Background: an optimization exercise with open tools, aiming at small area, a short achievable clock period and few clock cycles. Do not read the settings as production practice.
Function was checked by simulation only, so behaviour that the tests miss may differ from the original.
Power is estimated from default activity; no workload was simulated.

==> flow/design.v <==
package histPkg;
    localparam int BIN_WIDTH = 6;
    localparam int COUNT_WIDTH = 8;
    localparam int HITS_PER_FRAME = 200;
endpackage
module histGeq #(
    parameter int W = 14
) (
    input  logic [W-1:0] a,
    input  logic [W-1:0] b,
    output logic         ge
);
    localparam int LEVELS = $clog2(W);
    localparam int N = 2 ** LEVELS;
    logic [N-1:0] gt [LEVELS+1];
    logic [N-1:0] eq [LEVELS+1];
    for (genvar i = 0; i < N; i++) begin : gLeaf
        if (i < W) begin : gBit
            assign gt[0][i] = a[i] & ~b[i];
            assign eq[0][i] = ~(a[i] ^ b[i]);
        end else begin : gPad
            assign gt[0][i] = 1'b0;
            assign eq[0][i] = 1'b1;
        end
    end
    for (genvar l = 0; l < LEVELS; l++) begin : gLevel
        for (genvar j = 0; j < N; j++) begin : gNode
            if (j < (N >> (l + 1))) begin : gUsed
                assign gt[l+1][j] = gt[l][2*j+1] | (eq[l][2*j+1] & gt[l][2*j]);
                assign eq[l+1][j] = eq[l][2*j+1] & eq[l][2*j];
            end else begin : gUnused
                assign gt[l+1][j] = 1'b0;
                assign eq[l+1][j] = 1'b0;
            end
        end
    end
    assign ge = gt[LEVELS][0] | eq[LEVELS][0];
endmodule
module histTop #(
    parameter int BIN_WIDTH = histPkg::BIN_WIDTH,
    parameter int COUNT_WIDTH = histPkg::COUNT_WIDTH,
    parameter int HITS_PER_FRAME = histPkg::HITS_PER_FRAME
) (
    input  logic                   clk,
    input  logic                   res,
    input  logic                   start,
    input  logic                   hitValid,
    input  logic [BIN_WIDTH-1:0]   hitBin,
    output logic                   busy,
    output logic                   collecting,
    output logic                   peakValid,
    output logic [BIN_WIDTH-1:0]   peakBin,
    output logic [COUNT_WIDTH-1:0] peakCount
);
    localparam int BINS = 2 ** BIN_WIDTH;
    localparam int HIT_COUNT_WIDTH = $clog2(HITS_PER_FRAME + 1);
    function automatic logic [7:0] lfsrNext(input logic [7:0] x);
        lfsrNext = {x[6:0], ~(x[7] ^ x[5] ^ x[4] ^ x[3])};
    endfunction
    function automatic logic [7:0] lfsrAfter(input int n);
        lfsrAfter = '0;
        for (int i = 0; i < n; i++) begin
            lfsrAfter = lfsrNext(lfsrAfter);
        end
    endfunction
    localparam logic [7:0] LAST_HIT = lfsrAfter(HITS_PER_FRAME - 1);
    localparam int LO_WIDTH = 5;
    localparam int HI_WIDTH = COUNT_WIDTH - LO_WIDTH;
    localparam int SLOTS = HITS_PER_FRAME / (2 ** LO_WIDTH);
    logic startAcc;
    logic hitAccept;
    logic lastHit;
    logic [7:0] hitCount;
    logic clr;
    localparam int LO_SEL = BIN_WIDTH / 2;
    localparam int HI_SEL = BIN_WIDTH - LO_SEL;
    logic                 v1;
    logic                 last1;
    logic [BIN_WIDTH-1:0] bin1;
    logic [2**LO_SEL-1:0] selLo1;
    logic [2**HI_SEL-1:0] selHi1;
    logic                   v2;
    logic                   last2;
    logic [BIN_WIDTH-1:0]   bin2;
    logic [LO_WIDTH-1:0]    lo2;
    logic [HI_WIDTH-1:0]    hi2;
    logic [SLOTS-1:0]       wrSel2;
    logic                   hasSlot2;
    logic [2**HI_SEL-1:0]   selHi2;
    logic                   binLeA2;
    logic                   binLeB2;
    logic                   updPrev;
    logic                   same1;
    logic [COUNT_WIDTH-1:0] maxCnt;
    logic [COUNT_WIDTH-1:0] maxCntM1;
    logic [BIN_WIDTH-1:0]   maxBinN;
    logic [LO_WIDTH-1:0]    lo [BINS];
    logic [SLOTS-1:0]       slotUsed;
    logic [BIN_WIDTH-1:0]   slotBin [SLOTS];
    logic [HI_WIDTH-1:0]    slotHi [SLOTS];
    logic [SLOTS-1:0]       match1;
    logic [HI_WIDTH-1:0]    hi1;
    logic [LO_WIDTH-1:0]    lo1;
    logic [COUNT_WIDTH-1:0] oldCnt;
    logic [COUNT_WIDTH-1:0] newCnt;
    logic [COUNT_WIDTH-1:0] cnt2;
    logic                   hasSlot;
    logic                   carry;
    logic [SLOTS-1:0]       freeSlot;
    logic [SLOTS-1:0]       freeNext;
    logic [SLOTS-1:0]       slotWr;
    logic [LO_WIDTH-1:0]    loData;
    logic                   upd;
    logic                   done;
    function automatic logic [COUNT_WIDTH-1:0] incr(input logic [COUNT_WIDTH-1:0] x);
        logic c;
        c = 1'b1;
        for (int i = 0; i < COUNT_WIDTH; i++) begin
            incr[i] = x[i] ^ c;
            c = c & x[i];
        end
    endfunction
    logic binLe;
    assign startAcc = start && !busy;
    assign hitAccept = hitValid && collecting;
    assign lastHit = hitAccept && (hitCount == LAST_HIT);
    always_ff @(posedge clk or negedge res) begin
        if (!res) begin
            busy <= 1'b0;
            collecting <= 1'b0;
            peakValid <= 1'b0;
            peakBin <= '0;
            peakCount <= '0;
            v1 <= 1'b0;
            last1 <= 1'b0;
            v2 <= 1'b0;
            last2 <= 1'b0;
        end else begin
            v1 <= hitAccept;
            last1 <= lastHit;
            v2 <= v1;
            last2 <= last1;
            peakValid <= done;
            if (startAcc) begin
                busy <= 1'b1;
            end else if (done) begin
                busy <= 1'b0;
            end
            if (startAcc) begin
                collecting <= 1'b1;
            end else if (lastHit) begin
                collecting <= 1'b0;
            end
            if (done) begin
                peakBin <= upd ? bin2 : ~maxBinN;
                peakCount <= upd ? newCnt : maxCnt;
            end
        end
    end
    always_comb begin
        hi1 = '0;
        for (int s = 0; s < SLOTS; s++) begin
            match1[s] = slotUsed[s] && (slotBin[s] == bin1);
            if (match1[s]) begin
                hi1 = hi1 | slotHi[s];
            end
        end
    end
    always_ff @(posedge clk) begin
        clr <= startAcc;
        if (startAcc) begin
            hitCount <= '0;
        end else if (hitAccept) begin
            hitCount <= lfsrNext(hitCount);
        end
    end
    always_comb begin
        logic [LO_WIDTH-1:0] part;
        lo1 = '0;
        for (int h = 0; h < 2 ** HI_SEL; h++) begin
            part = '0;
            for (int l = 0; l < 2 ** LO_SEL; l++) begin
                part = part | ({LO_WIDTH{selLo1[l]}} & lo[h * (2 ** LO_SEL) + l]);
            end
            lo1 = lo1 | ({LO_WIDTH{selHi1[h]}} & part);
        end
    end
    always_ff @(posedge clk) begin
        bin1 <= hitBin;
        for (int l = 0; l < 2 ** LO_SEL; l++) begin
            selLo1[l] <= (hitBin[LO_SEL-1:0] == LO_SEL'(l));
        end
        for (int h = 0; h < 2 ** HI_SEL; h++) begin
            selHi1[h] <= (hitBin[BIN_WIDTH-1:LO_SEL] == HI_SEL'(h));
        end
        bin2 <= bin1;
        {hi2, lo2} <= same1 ? newCnt : {hi1, lo1};
        binLeA2 <= (bin1 <= ~maxBinN);
        binLeB2 <= (bin1 <= bin2);
        updPrev <= upd;
        wrSel2 <= v1 ? ((|match1) ? match1 : freeNext) : '0;
        hasSlot2 <= |match1;
        selHi2 <= v1 ? selHi1 : '0;
    end
    assign same1 = v2 && (bin2 == bin1);
    assign cnt2 = {hi2, lo2};
    assign oldCnt = cnt2;
    assign newCnt = incr(cnt2);
    assign hasSlot = hasSlot2;
    assign carry = &lo2;
    assign freeSlot = slotUsed ^ {slotUsed[SLOTS-2:0], 1'b1};
    assign freeNext = (v2 && carry && !hasSlot) ? {freeSlot[SLOTS-2:0], 1'b0} : freeSlot;
    assign slotWr = carry ? wrSel2 : '0;
    assign binLe = updPrev ? binLeB2 : binLeA2;
    assign upd = v2 && ((cnt2 == maxCnt) || ((cnt2 == maxCntM1) && binLe));
    assign done = v2 && last2;
    assign loData = clr ? '0 : newCnt[LO_WIDTH-1:0];
    always_ff @(posedge clk) begin
        if (clr) begin
            maxCnt <= COUNT_WIDTH'(1);
            maxCntM1 <= '0;
            maxBinN <= '0;
        end else if (upd) begin
            maxCnt <= newCnt;
            maxCntM1 <= oldCnt;
            maxBinN <= ~bin2;
        end
    end
    always_ff @(posedge clk) begin
        if (clr) begin
            slotUsed <= '0;
        end else if (v2 && carry && !hasSlot) begin
            slotUsed <= {slotUsed[SLOTS-2:0], 1'b1};
        end
    end
    for (genvar s = 0; s < SLOTS; s++) begin : gSlot
        localparam int HW = $clog2((HITS_PER_FRAME - s * (2 ** LO_WIDTH)) / (2 ** LO_WIDTH) + 1);
        always_ff @(posedge clk) begin
            if (slotWr[s]) begin
                slotBin[s] <= bin2;
            end
        end
        if (HW < HI_WIDTH) begin : gNarrow
            logic [HW-1:0] hiQ;
            always_ff @(posedge clk) begin
                if (slotWr[s]) begin
                    hiQ <= newCnt[LO_WIDTH +: HW];
                end
            end
            assign slotHi[s] = HI_WIDTH'(hiQ);
        end else begin : gFull
            always_ff @(posedge clk) begin
                if (slotWr[s]) begin
                    slotHi[s] <= newCnt[COUNT_WIDTH-1:LO_WIDTH];
                end
            end
        end
    end
    for (genvar b = 0; b < BINS; b++) begin : gBin
        always_ff @(posedge clk) begin
            if (clr || (selHi2[b / (2 ** LO_SEL)] && (bin2[LO_SEL-1:0] == LO_SEL'(b % (2 ** LO_SEL))))) begin
                lo[b] <= loData;
            end
        end
    end
endmodule
clock: 4.2 ns
lec_check: 0
cap_margin: 0
core_margin: 2
core_utilization: 40
cts_cluster_diameter: 100
cts_cluster_size: 25
setup_slack_margin: 2.0
slew_margin: 0
run.sh (not shown) runs the stock make flow with config.mk's settings and CLKGATE_MAP_FILE= SYNTH_SCRIPT=/design/flow/synth_recipe.tcl, a recipe that flattens the netlist after the stock synthesis.
Testbench counts at the start, summed over its fixed seeds: cycles 55,492.
Edit:
--- a/flow/design.v
+++ b/flow/design.v
@@ -83,11 +83,10 @@
     logic                   last2;
     logic [BIN_WIDTH-1:0]   bin2;
     logic [LO_WIDTH-1:0]    lo2;
     logic [HI_WIDTH-1:0]    hi2;
-    logic [SLOTS-1:0]       wrSel2;
+    logic [SLOTS-1:0]       match2;
     logic                   hasSlot2;
-    logic [2**HI_SEL-1:0]   selHi2;
     logic                   binLeA2;
     logic                   binLeB2;
     logic                   updPrev;
     logic                   same1;
@@ -103,12 +102,12 @@
     logic [LO_WIDTH-1:0]    lo1;
     logic [COUNT_WIDTH-1:0] oldCnt;
     logic [COUNT_WIDTH-1:0] newCnt;
     logic [COUNT_WIDTH-1:0] cnt2;
+    logic [SLOTS-1:0]       oldSlot;
     logic                   hasSlot;
     logic                   carry;
     logic [SLOTS-1:0]       freeSlot;
-    logic [SLOTS-1:0]       freeNext;
     logic [SLOTS-1:0]       slotWr;
     logic [LO_WIDTH-1:0]    loData;
     logic                   upd;
     logic                   done;
@@ -197,21 +196,20 @@
         {hi2, lo2} <= same1 ? newCnt : {hi1, lo1};
         binLeA2 <= (bin1 <= ~maxBinN);
         binLeB2 <= (bin1 <= bin2);
         updPrev <= upd;
-        wrSel2 <= v1 ? ((|match1) ? match1 : freeNext) : '0;
+        match2 <= match1;
         hasSlot2 <= |match1;
-        selHi2 <= v1 ? selHi1 : '0;
     end
     assign same1 = v2 && (bin2 == bin1);
     assign cnt2 = {hi2, lo2};
     assign oldCnt = cnt2;
+    assign oldSlot = match2;
     assign newCnt = incr(cnt2);
     assign hasSlot = hasSlot2;
     assign carry = &lo2;
     assign freeSlot = slotUsed ^ {slotUsed[SLOTS-2:0], 1'b1};
-    assign freeNext = (v2 && carry && !hasSlot) ? {freeSlot[SLOTS-2:0], 1'b0} : freeSlot;
-    assign slotWr = carry ? wrSel2 : '0;
+    assign slotWr = (v2 && carry) ? (hasSlot ? oldSlot : freeSlot) : '0;
     assign binLe = updPrev ? binLeB2 : binLeA2;
     assign upd = v2 && ((cnt2 == maxCnt) || ((cnt2 == maxCntM1) && binLe));
     assign done = v2 && last2;
     assign loData = clr ? '0 : newCnt[LO_WIDTH-1:0];
@@ -257,9 +255,9 @@
         end
     end
     for (genvar b = 0; b < BINS; b++) begin : gBin
         always_ff @(posedge clk) begin
-            if (clr || (selHi2[b / (2 ** LO_SEL)] && (bin2[LO_SEL-1:0] == LO_SEL'(b % (2 ** LO_SEL))))) begin
+            if (clr || (v2 && (bin2 == BIN_WIDTH'(b)))) begin
                 lo[b] <= loData;
             end
         end
     end
Non-clock buffer count went down by 8.
Global-route usage went up by 0.94 points.
Die area is lower by about 1%.
Sequential power decreases by about 1%.
Register-to-register slack degrades by 80 ps.
Sequential share of layout area barely changes.
Wire length goes up by about 4.5%.
Synthesized cell count hardly moves.
Combinational power goes up by about 3%.
Design area falls by about 1.2%.
Total power goes down by about 1.3%.
Clock power shrinks by about 5%.
Testbench counts after the change, summed over its fixed seeds: cycles 55,492.

-- port drivers added, routing unchanged --
The flow's constraints put no driver on any port. The routed layouts listed below were extracted and timed again, unchanged, in two steps. Step 1, drivers: a clkbuf_16 drives clk and a buf_2 each remaining input, both assumed. Step 2 also shifts input and output timing later by t, the mid clock arrival at the registers, as if the neighbouring blocks saw the same clock. a / b / c = no drivers / after step 1 / after step 2; a / b = the first two.
run | t (ns) | slack for setup (ns) | hold slack, ns | worst data-port slew with drivers (ns) | pins driven straight from the clock port
the first run | 0.617 | 2.069 / 2.060 / 1.941 | 0.360 / 0.360 / 0.360 | 0.09 | 1
the second run | 0.619 | 1.989 / 1.989 / 1.980 | 0.371 / 0.371 / 0.371 | 0.05 | 1
After both steps setup and hold are still met in every run listed. For the first run, which loses most, drivers alone change the setup slack by -0.009 ns; drivers and shift together by -0.128 ns.
